Source: an optimization exercise on an open RTL-to-GDS flow (aim: small area, a short achievable clock period and few clock cycles). Production flows keep margins and buffers that such runs may drop.
At most, simulation tests tie the RTL to the original design; equivalence was not proved.
Power is estimated from default activity; no workload was simulated.

Setup of red:
Design riscv_alu, start of the top module:
module riscv_alu (
	input  logic                           clk_i,
	input  logic                           rst_n_i,
	input  logic                           enable_i,
	input  logic [6:0]                     operator_i,
	input  logic [31:0]                    operand_a_i,
	input  logic [31:0]                    operand_b_i,
	input  logic                           ex_ready_i,
	output logic [31:0]                    result_o,
	output logic                           comparison_result_o,
	output logic                           ready_o
);
clock: 12.0 ns
lec_check: 0
cap_margin: 20
core_margin: 2
core_utilization: 40
setup_slack_margin: 3
slew_margin: 20
run.sh (not shown) runs the stock make flow with config.mk's settings and CLKGATE_MAP_FILE= SYNTH_SCRIPT=/design/flow/synth_recipe.tcl, a recipe that flattens the netlist after the stock synthesis.
red: PASS, flow complete, no timing, DRC or antenna violations
Testbench counts of red, summed over its fixed seeds: cycles 33,415.
Input changes introduced in blue (baseline for comparison: red):
Settings: an added ABC_AREA of 1.
### Flow results
Count of flip-flops with a built-in enable after synthesis came out exactly the same in red and blue.
From red to blue the numbers moved as follows: synthesized area lost 2400 sq um, die area lost 13%.
A launch point of the critical path of operand_a_i[17] is what red shows, while operator_i[0] belongs to blue.
blue -> red: later-pin clock latency in the skew report flat
Taking red as the reference, in blue power saw a decrease, clock network fraction of total power up 1.4 points, final area has decreased, utilization dropped 1.5 points, count of TritonRoute iterations in the first routing pass fell by 1.

* * *

## the baseline
Another version of the RTL of riscv_alu (not shown whole).
Size in the first run: roughly 74 flip-flops, about 0.016 mm^2 of cells after synthesis.
Settings: LEC_CHECK=0, ABC_AREA=1, CAP_MARGIN=20, CORE_MARGIN=2, CORE_UTILIZATION=40, SETUP_SLACK_MARGIN=2.5, SLEW_MARGIN=20, BUFFER_PORTS_ARGS=-buffer_cell sky130_fd_sc_hd__buf_2, SETUP_MOVE_SEQUENCE=unbuffer,sizeup,swap,buffer; clock period 12.0 ns.
standard.sh (not shown) runs the stock make flow with config.mk's settings and CLKGATE_MAP_FILE= SYNTH_SCRIPT=/design/flow/synth_recipe.tcl, a recipe that flattens the netlist after the stock synthesis.
==> flow/flow/run.sh <==
#!/bin/bash
# The standard layout, with the port buffers that buffer_ports inserts
# chosen as buf_2 instead of its default pick (a slow delay buffer), and
# timing repair limited to the moves: unbuffer,sizeup,swap,buffer.
set -e
echo 'export BUFFER_PORTS_ARGS = -buffer_cell sky130_fd_sc_hd__buf_2' >> config.mk
echo 'export SETUP_MOVE_SEQUENCE = unbuffer,sizeup,swap,buffer' >> config.mk
bash standard.sh > standard.log 2>&1
Testbench counts of the baseline, summed over its fixed seeds: cycles 29,602.
## Diff of input files: the candidate against the baseline
# the baseline
export LEC_CHECK = 0
export ABC_AREA = 1
export CAP_MARGIN = 20
export CORE_MARGIN = 2
export CORE_UTILIZATION = 40
export SETUP_SLACK_MARGIN = 2.5
export SLEW_MARGIN = 20
export BUFFER_PORTS_ARGS = -buffer_cell sky130_fd_sc_hd__buf_2
export SETUP_MOVE_SEQUENCE = unbuffer,sizeup,swap,buffer
create_clock -name core_clock -period 12.0 [get_ports {clk_i}]
# the candidate
export LEC_CHECK = 0
export ABC_AREA = 1
export CAP_MARGIN = 20
export CORE_MARGIN = 2
export CORE_UTILIZATION = 40
export SETUP_SLACK_MARGIN = 2.5
export SLEW_MARGIN = 20
export BUFFER_PORTS_ARGS = -buffer_cell sky130_fd_sc_hd__buf_2
export SETUP_MOVE_SEQUENCE = unbuffer,sizeup,swap
create_clock -name core_clock -period 12.0 [get_ports {clk_i}]
==> flow/flow/run.sh <==
#!/bin/bash
# The standard layout, with the port buffers that buffer_ports inserts
# chosen as buf_2 instead of its default pick (a slow delay buffer), and
# timing repair limited to the moves: unbuffer,sizeup,swap.
set -e
echo 'export BUFFER_PORTS_ARGS = -buffer_cell sky130_fd_sc_hd__buf_2' >> config.mk
echo 'export SETUP_MOVE_SEQUENCE = unbuffer,sizeup,swap' >> config.mk
bash standard.sh > standard.log 2>&1
Findings:
Compared with the baseline, leakage power in the candidate decreased by a few percent. Total global routing overflow came out exactly the same in the baseline and the candidate. Sort the baseline and the candidate by minimum period implied by the final worst setup slack desc -> top: the candidate. Period utilization (lower): the baseline. Worst hold slack delta (the candidate − the baseline): unfavourable. Worst ir drop on vdd, the baseline and the candidate: lower on the baseline. On setup slack: between the baseline and the candidate, it ends up lower for the candidate. Changes observed in the candidate relative to the baseline: routed wire length now sits lower; wire length on met2 now sits lower; combined area of the multi-input logic cells now sits higher. Endpoint of the most critical setup path: result_o[2] -> the candidate, ready_o -> the baseline.

* * *

riscv_alu, a different RTL version from the one above (not shown whole).
Size: ~2500 cells after synthesis, about 110 I/O pins, roughly 15000 um2 of cells after synthesis.
Settings: LEC_CHECK=0, ABC_AREA=1, CAP_MARGIN=20, CORE_MARGIN=2, CORE_UTILIZATION=40, SETUP_SLACK_MARGIN=2.5, SLEW_MARGIN=20, BUFFER_PORTS_ARGS=-buffer_cell sky130_fd_sc_hd__buf_2, SETUP_MOVE_SEQUENCE=unbuffer,sizeup,swap; clock period 12.0 ns.
==> flow/flow/run.sh <==
#!/bin/bash
# The standard layout, with the port buffers that buffer_ports inserts
# chosen as buf_2 instead of its default pick (a slow delay buffer), and
# timing repair by sizing and pin swaps only.
set -e
echo 'export BUFFER_PORTS_ARGS = -buffer_cell sky130_fd_sc_hd__buf_2' >> config.mk
echo 'export SETUP_MOVE_SEQUENCE = unbuffer,sizeup,swap' >> config.mk
bash standard.sh > standard.log 2>&1
The starting point finished clean.
==> next run, changes <==
==> flow/run.sh (new file) <==
#!/bin/bash
# synth_recipe.tcl (not shown) runs the flow's synth.tcl, then flattens the netlist and writes it again
# the make line also repeats each setting of config.mk as NAME=value (left out here)
make -C /OpenROAD-flow-scripts/flow DESIGN_CONFIG=/design/flow/config.mk WORK_HOME=/design/flow/orfs CLKGATE_MAP_FILE= SYNTH_SCRIPT=/design/flow/synth_recipe.tcl finish
--- a/flow/config.mk
+++ b/flow/config.mk
@@ -10,6 +10,4 @@
 export CORE_MARGIN = 2
 export CORE_UTILIZATION = 40
-export SETUP_SLACK_MARGIN = 2.5
+export SETUP_SLACK_MARGIN = 2
 export SLEW_MARGIN = 20
-export BUFFER_PORTS_ARGS = -buffer_cell sky130_fd_sc_hd__buf_2
-export SETUP_MOVE_SEQUENCE = unbuffer,sizeup,swap
removed: flow/flow/run.sh
removed: flow/standard.sh
Result: The new run ran to the end with no violations. Die area does not change. Clock power came out lower by 9.6%. Synthesized cell count stays the same. Final area is higher by 1.7%. Setup slack got worse by 0.41 ns. Non-clock buffer count is higher by 48. Sequential cell count does not change. Via count grows by 0.39%. Cell count rises by 1.7%. Clock-buffer cell count drops by 2. First-iteration DRC count went down by 4.4%.
==> next run, changes <==
==> flow/flow/run.sh (new file) <==
#!/bin/bash
# The standard layout, with the port buffers that buffer_ports inserts
# chosen as buf_2 instead of its default pick (a slow delay buffer).
set -e
echo 'export BUFFER_PORTS_ARGS = -buffer_cell sky130_fd_sc_hd__buf_2' >> config.mk
bash standard.sh > standard.log 2>&1
==> flow/standard.sh (new file) <==
#!/bin/bash
# synth_recipe.tcl (not shown) runs the flow's synth.tcl, then flattens the netlist and writes it again
# the make line also repeats each setting of config.mk as NAME=value (left out here)
make -C /OpenROAD-flow-scripts/flow DESIGN_CONFIG=/design/flow/config.mk WORK_HOME=/design/flow/orfs CLKGATE_MAP_FILE= SYNTH_SCRIPT=/design/flow/synth_recipe.tcl "${@:-finish}"
--- a/flow/config.mk
+++ b/flow/config.mk
@@ -10,4 +10,5 @@
 export CORE_MARGIN = 2
 export CORE_UTILIZATION = 40
-export SETUP_SLACK_MARGIN = 2
+export SETUP_SLACK_MARGIN = 2.5
 export SLEW_MARGIN = 20
+export BUFFER_PORTS_ARGS = -buffer_cell sky130_fd_sc_hd__buf_2
removed: flow/run.sh
Outcome:
- worst setup slack improved by 0.49 ns
- area after synthesis stays the same
- cell area goes down by 0.90%
- count of clock-buffer cells in the layout is higher by 2
- power increases by 0.32%
- wire length went down by 0.86%
- final cell count fell by 0.32%
Function was not checked in any run of this note: the RTL went through the layout flow alone.

* * *

== run A ==
riscv_alu, a different RTL version from the one above (not shown whole).
Size: roughly 2,500 cells after synthesis, ~75 flip-flops, about 0.015 sq mm of cells after synthesis.
clock: 12.0 ns
lec_check: 0
abc_area: 1
cap_margin: 20
core_margin: 2
core_utilization: 40
setup_slack_margin: 1.5
slew_margin: 20
run.sh (not shown) runs the stock make flow with config.mk's settings and CLKGATE_MAP_FILE= SYNTH_SCRIPT=/design/flow/synth_recipe.tcl, a recipe that flattens the netlist after the stock synthesis.
Stock flow here: none of the scripts above is used.
Testbench counts of run A, summed over its fixed seeds: cycles 33,415.
Changes in run B relative to run A:
Settings: SETUP_SLACK_MARGIN: 1.5 -> 2.5.
- Final critical-path setup slack ends up higher on run B.
- Relative to run A, global-route usage increased by 1.0 points in run B.
- Sort run A and run B by peak ir drop on the vdd network asc -> top: run A
- Any difference in wire length on met1 between run A and run B is small enough to ignore.
- The via count normalized by instance count of run A and that of run B are within noise of each other.
- As far as clock slew at the register clock pins of the worst setup and hold paths is concerned, run A and run B perform about the same.
- Going from run A to run B, proportion of cell area spent on the clock network now sits at about the same level; fmax grew by 9.6%; final critical delay including setup and external delays down 0.91 ns.
#### Input delta (run C over run B)
Settings: changing SETUP_SLACK_MARGIN from 2.5 to 3; setting BUFFER_PORTS_ARGS to -buffer_cell sky130_fd_sc_hd__buf_2 for the first time.
==> flow/flow/run.sh (new file) <==
#!/bin/bash
# The standard layout, with the port buffers that buffer_ports inserts
# chosen as buf_2 instead of its default pick (a slow delay buffer).
set -e
echo 'export BUFFER_PORTS_ARGS = -buffer_cell sky130_fd_sc_hd__buf_2' >> config.mk
bash standard.sh > standard.log 2>&1
==> flow/standard.sh (new file) <==
#!/bin/bash
# synth_recipe.tcl (not shown) runs the flow's synth.tcl, then flattens the netlist and writes it again
# the make line also repeats each setting of config.mk as NAME=value (left out here)
make -C /OpenROAD-flow-scripts/flow DESIGN_CONFIG=/design/flow/config.mk WORK_HOME=/design/flow/orfs CLKGATE_MAP_FILE= SYNTH_SCRIPT=/design/flow/synth_recipe.tcl "${@:-finish}"
removed: flow/run.sh
Going from run B to run C, the clock period minus worst slack was found to have gone down by 0.17 ns.
Run B and run C ended up with roughly the same multi-input combinational cell count.
On wire length of the first global-routing pass, run B and run C are basically level.
On post-route worst setup slack: between run B and run C, it ends up lower for run B.
Measured against each other, run B and run C differ in final cell count, the higher figure coming from run C.
Run C finished end to end and its layout was clean on timing, DRC and antenna.
Pin count of the biggest net entering global routing came out lower on run C than on run B.
[run C] final-layout non-clock buffer area share fell 0.67 points relative to run B
In run C the layout overhead on the synthesized area turned out 1.1 points higher than in run B.
Run B → run C: combinational group share of total power increased by 1.8 points relative to the old numbers; highest clock rate picked up an extra 2.0 MHz; cell area higher.
Modified inputs, run D compared to run C
Settings: RECOVER_POWER newly set to 100; SETUP_SLACK_MARGIN changed from 3 to 2.
==> flow/flow/run.sh <==
#!/bin/bash
# The standard layout, with the port buffers that buffer_ports inserts
# chosen as buf_2 instead of its default pick (a slow delay buffer), and
# power recovery (downsizing) on the paths with slack to spare.
set -e
echo 'export BUFFER_PORTS_ARGS = -buffer_cell sky130_fd_sc_hd__buf_2' >> config.mk
echo 'export RECOVER_POWER = 100' >> config.mk
bash standard.sh > standard.log 2>&1
Results
Run D completed end to end; final checks failed (max-capacitance violations, max-slew violations). Run D vs run C, source of the critical timing path: operator_i[0] vs operator_i[4]. Compared to run C, the routing of run D uses less wire. Compared with run C, run D shows fraction of power consumed by the clock network higher by 1.8 points. Run D ended with less final worst-path setup slack than run C. Sort run C and run D by ratio of final minimum period to clock period asc -> top: run C. Of run C and run D, the run reporting the lower data arrival time at the worst-slack endpoint was run C. Run D vs run C, delay of the slowest critical-path stage went up by 0.13 ns. Delta (run D minus run C): slack of the worst reg-to-reg path decreased by 2.29 ns relative to the old numbers; met1 routing resource usage after global routing down 4.8 points; global-route usage over all layers fell 3.2 points; met2 track demand over resource in global routing went down 3.3 points.

* * *

== v6 ==
riscv_alu again, from the RTL that the note above started with.
export LEC_CHECK = 0
export ABC_AREA = 1
export CAP_MARGIN = 20
export CORE_MARGIN = 2
export CORE_UTILIZATION = 40
export PLACE_DENSITY = 0.7
export SETUP_SLACK_MARGIN = 2
export SLEW_MARGIN = 20
create_clock -name core_clock -period 12.0 [get_ports {clk_i}]
Stock flow here: none of the scripts above is used.
Testbench counts of v6, summed over its fixed seeds: cycles 33,415.
Input-level comparison between v7 and v6:
Settings: CORE_UTILIZATION: 40 -> 50; PLACE_DENSITY: 0.7 -> unset.
Results
Delta(cell count, v7 - v6) < 0
On wire length, v6 tracks v7 almost exactly.
In terms of fmax, v6 and v7 differ only marginally.
Comparing v7 with v6, the number of multi-input combinational cells in the layout came out essentially unchanged.
Changes observed in v7 relative to v6: share of total power in combinational logic up 1.0 points; peak fanout along the critical path up 17.

* * *

Starting RTL as in the previous note.
==> flow/design.v (excerpt) <==
module riscv_alu (
	input  logic                           clk_i,
	input  logic                           rst_n_i,
	input  logic                           enable_i,
	input  logic [6:0]                     operator_i,
	input  logic [31:0]                    operand_a_i,
	input  logic [31:0]                    operand_b_i,
	input  logic                           ex_ready_i,
	output logic [31:0]                    result_o,
	output logic                           comparison_result_o,
	output logic                           ready_o
);
	logic [6:0]  op;
	logic [31:0] a;
	logic [31:0] b;
	logic        g_cmp;
	logic        g_minmax;
	logic        g_and;
	logic        g_addsub;
	logic        g_shift;
	logic        g_or;
	logic        g_xor;
	logic        g_div;
	logic        g_count;
	logic        sub;
	logic        neg_a;
	logic [31:0] add_x;
	logic [31:0] add_y;
	logic        add_inv;
	logic        add_cin;
	logic [31:0] sum;
	logic        cout;
	logic [31:0] prop;
	logic [31:0] gen;
	logic        cmp;
	logic        take_a;
	logic        div_b_zero;
	logic        sel_a;
	logic        sel_b;
	logic        sel_sum;
	logic        sel_ones;
	logic [31:0] shift_in;
	logic [4:0]  shift_amt;
	logic [31:0] shift_result;
	logic [5:0]  count;
	logic [5:0]  a_len;
	logic [4:0]  rot_amt;
	logic        div_align;
	logic [31:0] div_dvd;
	logic        div_busy;
	logic        div_done;
	logic [31:0] div_p;
	logic [31:0] div_mag;
	logic        div_neg_b;
  ...
Settings: LEC_CHECK=0, ABC_AREA=1, CAP_MARGIN=20, CORE_MARGIN=2, CORE_UTILIZATION=40, SETUP_SLACK_MARGIN=2.5, SLEW_MARGIN=20, BUFFER_PORTS_ARGS=-buffer_cell sky130_fd_sc_hd__buf_1, SETUP_MOVE_SEQUENCE=unbuffer,sizeup,swap; clock period 12.0 ns.
standard.sh (not shown) runs the stock make flow with config.mk's settings and CLKGATE_MAP_FILE= SYNTH_SCRIPT=/design/flow/synth_recipe.tcl, a recipe that flattens the netlist after the stock synthesis.
==> flow/flow/run.sh <==
#!/bin/bash
# The standard layout, with the port buffers that buffer_ports inserts
# chosen as buf_1 instead of its default pick (a slow delay buffer), and
# timing repair limited to the moves: unbuffer,sizeup,swap.
set -e
echo 'export BUFFER_PORTS_ARGS = -buffer_cell sky130_fd_sc_hd__buf_1' >> config.mk
echo 'export SETUP_MOVE_SEQUENCE = unbuffer,sizeup,swap' >> config.mk
bash standard.sh > standard.log 2>&1
The first run passed the timing, design-rule and antenna checks.
Testbench counts at the start, summed over its fixed seeds: cycles 33,415.
Rerun with:
==> flow/flow/run.sh (replaced) <==
#!/bin/bash
# The standard layout, with the port buffers that buffer_ports inserts
# chosen as buf_2 instead of its default pick (a slow delay buffer), and
# timing repair limited to the moves: unbuffer,sizeup,swap,buffer.
set -e
echo 'export BUFFER_PORTS_ARGS = -buffer_cell sky130_fd_sc_hd__buf_2' >> config.mk
echo 'export SETUP_MOVE_SEQUENCE = unbuffer,sizeup,swap,buffer' >> config.mk
bash standard.sh > standard.log 2>&1
BUFFER_PORTS_ARGS = -buffer_cell sky130_fd_sc_hd__buf_2   (was -buffer_cell sky130_fd_sc_hd__buf_1)
SETUP_MOVE_SEQUENCE = unbuffer,sizeup,swap,buffer   (was unbuffer,sizeup,swap)
Design area increases by 0.52%.
Combinational power rises by about 5%.
Setup slack is better by 120 ps.
Power came out higher by 3.5%.
Fmax went up by about 1.3%.
Critical path depth shrinks by 2.
Die area is unchanged.
Clock skew is about the same.
Sequential share of layout area stays flat.
Register-to-register slack improves by 750 ps.
Rerun with:
==> flow/flow/run.sh (replaced) <==
#!/bin/bash
# The standard layout, with the port buffers that buffer_ports inserts
# chosen as buf_2 instead of its default pick (a slow delay buffer), and
# timing repair by sizing and pin swaps only.
set -e
echo 'export BUFFER_PORTS_ARGS = -buffer_cell sky130_fd_sc_hd__buf_2' >> config.mk
echo 'export SETUP_MOVE_SEQUENCE = unbuffer,sizeup,swap' >> config.mk
bash standard.sh > standard.log 2>&1
SETUP_MOVE_SEQUENCE = unbuffer,sizeup,swap   (was unbuffer,sizeup,swap,buffer)
SETUP_SLACK_MARGIN = 3   (was 2.5)
- non-clock buffer count drops by 39
- maximum frequency goes down by 7.2%
- sequential power is about the same
- worst hold slack gets worse by 7.4 ps
- critical path depth went down by 5
- count of clock-buffer cells in the layout rises by 2
- worst setup slack loses 740 ps
- cell area fell by 0.83%
- synthesized area does not change
- total power is lower by 2.1%
Rerun with:
--- a/flow/flow/run.sh
+++ b/flow/flow/run.sh
@@ -2,5 +2,5 @@
 # The standard layout, with the port buffers that buffer_ports inserts
 # chosen as buf_2 instead of its default pick (a slow delay buffer), and
-# timing repair by sizing and pin swaps only.
+# timing repair limited to the moves: unbuffer,sizeup,swap.
 set -e
 echo 'export BUFFER_PORTS_ARGS = -buffer_cell sky130_fd_sc_hd__buf_2' >> config.mk
SETUP_SLACK_MARGIN = 2.2   (was 3)
Effect:
- The changed run went through all stages and came out clean
- final cell count stays flat
- worst setup slack improved by 460 ps
- sequential power is about the same
- combinational power drops slightly
- non-clock buffer count decreases by 3
- via count decreases by a few percent
- sequential share of layout area is higher by 0.13 points
- clock power increases by about a fifth
- power hardly moves
- global-route usage drops by 1.9 points
Rerun with:
==> flow/run.sh (new file) <==
#!/bin/bash
# synth_recipe.tcl (not shown) runs the flow's synth.tcl, then flattens the netlist and writes it again
# the make line also repeats each setting of config.mk as NAME=value (left out here)
make -C /OpenROAD-flow-scripts/flow DESIGN_CONFIG=/design/flow/config.mk WORK_HOME=/design/flow/orfs CLKGATE_MAP_FILE= SYNTH_SCRIPT=/design/flow/synth_recipe.tcl finish
BUFFER_PORTS_ARGS = default   (was -buffer_cell sky130_fd_sc_hd__buf_2)
SETUP_MOVE_SEQUENCE = default   (was unbuffer,sizeup,swap)
SETUP_SLACK_MARGIN = 3   (was 2.2)
removed: flow/flow/run.sh
removed: flow/standard.sh
Routed wire length rises by 12%; utilization rises by 8.8 points; area after synthesis stays the same; setup slack gains 490 ps; die area is unchanged; hold slack loses 12 ps; non-clock buffer count rises by 195; maximum frequency rises by 5.3%; critical path depth rises by 1; total power rises by 11%; via count rises by 8.1%.
Rerun with:
==> flow/flow/run.sh (new file) <==
#!/bin/bash
# The standard layout, with the port buffers that buffer_ports inserts
# chosen as buf_2 instead of its default pick (a slow delay buffer).
set -e
echo 'export BUFFER_PORTS_ARGS = -buffer_cell sky130_fd_sc_hd__buf_2' >> config.mk
bash standard.sh > standard.log 2>&1
==> flow/standard.sh (new file) <==
#!/bin/bash
# synth_recipe.tcl (not shown) runs the flow's synth.tcl, then flattens the netlist and writes it again
# the make line also repeats each setting of config.mk as NAME=value (left out here)
make -C /OpenROAD-flow-scripts/flow DESIGN_CONFIG=/design/flow/config.mk WORK_HOME=/design/flow/orfs CLKGATE_MAP_FILE= SYNTH_SCRIPT=/design/flow/synth_recipe.tcl "${@:-finish}"
BUFFER_PORTS_ARGS = -buffer_cell sky130_fd_sc_hd__buf_2   (was default)
SETUP_SLACK_MARGIN = 2.5   (was 3)
removed: flow/run.sh
Power falls by a few percent.
Via count falls by a few percent.
First-iteration DRC count falls by a few percent.
Count of clock-buffer cells in the layout falls by 1.
Final cell count falls by a few percent.
Hold slack is about the same.

## what the ideal ports hide
In the flow no input, the clock included, has a driving cell. The finished layouts below were timed again as built, in two steps.
Step 1 sets driving cells, clkbuf_16 on the clock port and buf_2 on the other inputs (assumed; they add their load-dependent delay and slew).
Step 2 adds t to the input delays and takes it off the output delays; t is the mean of the earliest and latest rising clock arrival at the registers after step 1. Input paths then give back, and output paths get back, about the clock's delay inside the block.
Slacks: ideal ports / drivers / drivers and shift; pairs: ideal ports / drivers.
run	shift t [ns]	slack for setup (ns)	hold slack, ns
red	0.400	2.313 / 2.240 / 2.240	0.680 / 0.680 / 0.680
blue	0.410	2.118 / 2.056 / 2.056	0.624 / 0.624 / 0.624
the baseline	0.404	2.489 / 2.437 / 2.437	0.633 / 0.633 / 0.633
the candidate	0.404	2.393 / 2.338 / 2.338	0.612 / 0.612 / 0.612
the first run of note 3	0.403	2.463 / 2.372 / 2.372	0.612 / 0.612 / 0.612
the second run of note 3	0.406	2.057 / 2.035 / 2.035	0.596 / 0.596 / 0.596
the third run of note 3	0.408	2.549 / 2.500 / 2.500	0.614 / 0.614 / 0.614
run A	0.405	1.694 / 1.663 / 1.663	0.596 / 0.596 / 0.596
run B	0.403	2.600 / 2.541 / 2.541	0.595 / 0.595 / 0.595
run C	0.397	2.771 / 2.707 / 2.707	0.597 / 0.597 / 0.597
run D	0.399	1.281 / 1.251 / 1.251	0.614 / 0.614 / 0.614
v6	0.406	1.979 / 1.951 / 1.951	0.613 / 0.613 / 0.613
v7	0.404	1.980 / 1.954 / 1.954	0.613 / 0.613 / 0.613
the first run of note 6	0.406	2.400 / 2.372 / 2.372	0.602 / 0.602 / 0.602
the second run of note 6	0.401	2.521 / 2.480 / 2.480	0.602 / 0.602 / 0.602
the third run of note 6	0.399	1.781 / 1.717 / 1.717	0.595 / 0.595 / 0.595
the fourth run of note 6	0.405	2.238 / 2.153 / 2.153	0.615 / 0.615 / 0.615
the fifth run of note 6	0.400	2.731 / 2.663 / 2.663	0.603 / 0.603 / 0.603
the sixth run of note 6	0.404	2.600 / 2.577 / 2.577	0.605 / 0.605 / 0.605
The setup slack of the first run of note 3, which loses most, moves by -0.091 ns with the drivers and by -0.091 ns with both steps.
